From an optimization exercise on the open Yosys and OpenROAD flow, aimed at a short achievable clock period and few clock cycles; shortcuts taken in it are not production practice. Where RTL was checked, it was by simulation tests only, not by an equivalence proof against the original. Power is estimated from default activity; no workload was simulated.

Design cpu_core, start of the top module:
module cpu_core (
    input  logic           clock,
    input  logic           rst,
    output isa_pkg::word_t address_imem,
    input  isa_pkg::word_t instr,
    output isa_pkg::word_t address_dmem,
    output isa_pkg::word_t data,
    output logic           wren,
    input  isa_pkg::word_t q_dmem
);
    isa_pkg::word_t    pc;         
    isa_pkg::word_t    pc_port;    
    isa_pkg::word_t    link_pred;  
    isa_pkg::word_t    pc_next;
    isa_pkg::ctrl_t    ctrl;
    isa_pkg::reg_idx_t f_rd;
    isa_pkg::reg_idx_t f_rs;
    isa_pkg::reg_idx_t f_rt;
    isa_pkg::word_t    imm;
    isa_pkg::word_t    target;
    isa_pkg::word_t    rf_rs;
    isa_pkg::word_t    rf_rt;
    isa_pkg::word_t    rf_rd;
    isa_pkg::word_t    d_rs;
    isa_pkg::word_t    d_rt;
    isa_pkg::word_t    d_rd;
    logic              d_fwd_rs;
    logic              d_fwd_rt;
    logic              d_fwd_rd;
    isa_pkg::word_t    pc_inc;
    isa_pkg::word_t    pc_branch;
    logic              pred_taken;
    isa_pkg::ctrl_t    e_ctrl;
    isa_pkg::word_t    e_pc_inc;
    isa_pkg::word_t    e_alt;      
  ...
For scale: roughly 8100 cells after synthesis, about 1400 flip-flops, ~160 I/O pins.
==> module ks_add, before the edit <==
module ks_add #(
    parameter int W = 32
) (
    input  logic [W-1:0] a,
    input  logic [W-1:0] b,
    input  logic         cin,
    output logic [W-1:0] sum
);
    localparam int L = (W > 16) ? 5 : (W > 8) ? 4 : (W > 4) ? 3 : (W > 2) ? 2 : 1;
    logic [W-1:0] g [0:L];
    logic [W-1:0] p [0:L];
    logic [W-1:0] carry;
    assign g[0] = (a & b) | {{(W-1){1'b0}}, cin & (a[0] ^ b[0])};
    assign p[0] = a ^ b;
    for (genvar l = 0; l < L; l++) begin : lvl
        for (genvar i = 0; i < W; i++) begin : bit_
            if (i >= (1 << l)) begin : merge
                assign g[l+1][i] = g[l][i] | (p[l][i] & g[l][i-(1<<l)]);
                assign p[l+1][i] = p[l][i] & p[l][i-(1<<l)];
            end else begin : pass
                assign g[l+1][i] = g[l][i];
                assign p[l+1][i] = p[l][i];
            end
        end
    end
    assign carry = {g[L][W-2:0], cin};
    assign sum   = p[0] ^ carry;
endmodule
==> module lt_signed, before the edit <==
module lt_signed #(
    parameter int W = 32
) (
    input  logic [W-1:0] a,
    input  logic [W-1:0] b,
    output logic         lt
);
    localparam int L = (W > 16) ? 5 : (W > 8) ? 4 : (W > 4) ? 3 : (W > 2) ? 2 : 1;
    logic [W-1:0] x;
    logic [W-1:0] y;
    logic [W-1:0] g [0:L];
    logic [W-1:0] p [0:L];
    assign x = {~a[W-1], a[W-2:0]};
    assign y = {b[W-1], ~b[W-2:0]};
    assign g[0] = x & y;
    assign p[0] = x | y;
    for (genvar l = 0; l < L; l++) begin : lvl
        for (genvar i = 0; i < W; i++) begin : bit_
            if (i >= (1 << l)) begin : merge
                assign g[l+1][i] = g[l][i] | (p[l][i] & g[l][i-(1<<l)]);
                assign p[l+1][i] = p[l][i] & p[l][i-(1<<l)];
            end else begin : pass
                assign g[l+1][i] = g[l][i];
                assign p[l+1][i] = p[l][i];
            end
        end
    end
    assign lt = !(g[L][W-1] | p[L][W-1]);
endmodule
Settings: LEC_CHECK=0, CAP_MARGIN=20, CORE_MARGIN=2, CORE_UTILIZATION=40, SETUP_SLACK_MARGIN=5, SLEW_MARGIN=20; clock period 8.0 ns.
run.sh (not shown) runs the stock make flow with config.mk's settings and CLKGATE_MAP_FILE= SYNTH_SCRIPT=/design/flow/synth_recipe.tcl, a recipe that flattens the netlist after the stock synthesis.
The first run passed the timing, DRC and antenna checks.
Testbench counts at the start, summed over its fixed seeds: cycles 37,529.
Then changed:
--- a/flow/design.v
+++ b/flow/design.v
@@ -69,13 +69,13 @@
 ) (
     input  logic [W-1:0] a,
     input  logic [W-1:0] b,
     input  logic         cin,
     output logic [W-1:0] sum
 );
-    localparam int L = (W > 16) ? 5 : (W > 8) ? 4 : (W > 4) ? 3 : (W > 2) ? 2 : 1;
+    localparam int L = $clog2(W);
     logic [W-1:0] g [0:L];
     logic [W-1:0] p [0:L];
     logic [W-1:0] carry;
     assign g[0] = (a & b) | {{(W-1){1'b0}}, cin & (a[0] ^ b[0])};
     assign p[0] = a ^ b;
     for (genvar l = 0; l < L; l++) begin : lvl
@@ -96,13 +96,13 @@
     parameter int W = 32
 ) (
     input  logic [W-1:0] a,
     input  logic [W-1:0] b,
     output logic         lt
 );
-    localparam int L = (W > 16) ? 5 : (W > 8) ? 4 : (W > 4) ? 3 : (W > 2) ? 2 : 1;
+    localparam int L = $clog2(W);
     logic [W-1:0] x;
     logic [W-1:0] y;
     logic [W-1:0] g [0:L];
     logic [W-1:0] p [0:L];
     assign x = {~a[W-1], a[W-2:0]};
     assign y = {b[W-1], ~b[W-2:0]};
Count of clock-buffer cells in the layout is unchanged.
Fmax is unchanged.
Worst setup slack stays the same.
Total power stays the same.
Cell count is unchanged.
Combinational power hardly moves.
Wire length is unchanged.
Synthesized area is unchanged.
Only the layout flow was run in the second run of this note; the RTL was not checked for function there.

separate check: timing with driven ports:
The flow's constraints put no driver on any port. The routed layouts listed below were extracted and timed again, unchanged, in two steps. Step 1: set_driving_cell puts a clkbuf_16 on clock and a buf_2 on each other input, an assumption about the parent block. Step 2 moves the port delays by t, midway between the first and last clock arrival at a register: inputs arrive t later, outputs are due t later. That takes back most of the time a late clock gives input paths. Slacks: no drivers / after step 1 / after step 2; pairs: no drivers / after step 1.
run | t (ns) | setup slack, ns | worst setup path at the end | worst register clock-pin slew, ns | worst slew at a driven data input, ns
the first run | 0.944 | 3.579 / 3.648 / 2.705 | input to register | 0.08 / 0.08 | 0.49
the second run | 0.944 | 3.579 / 3.648 / 2.705 | input to register | 0.08 / 0.08 | 0.49
After both steps setup and hold are still met in every run listed.
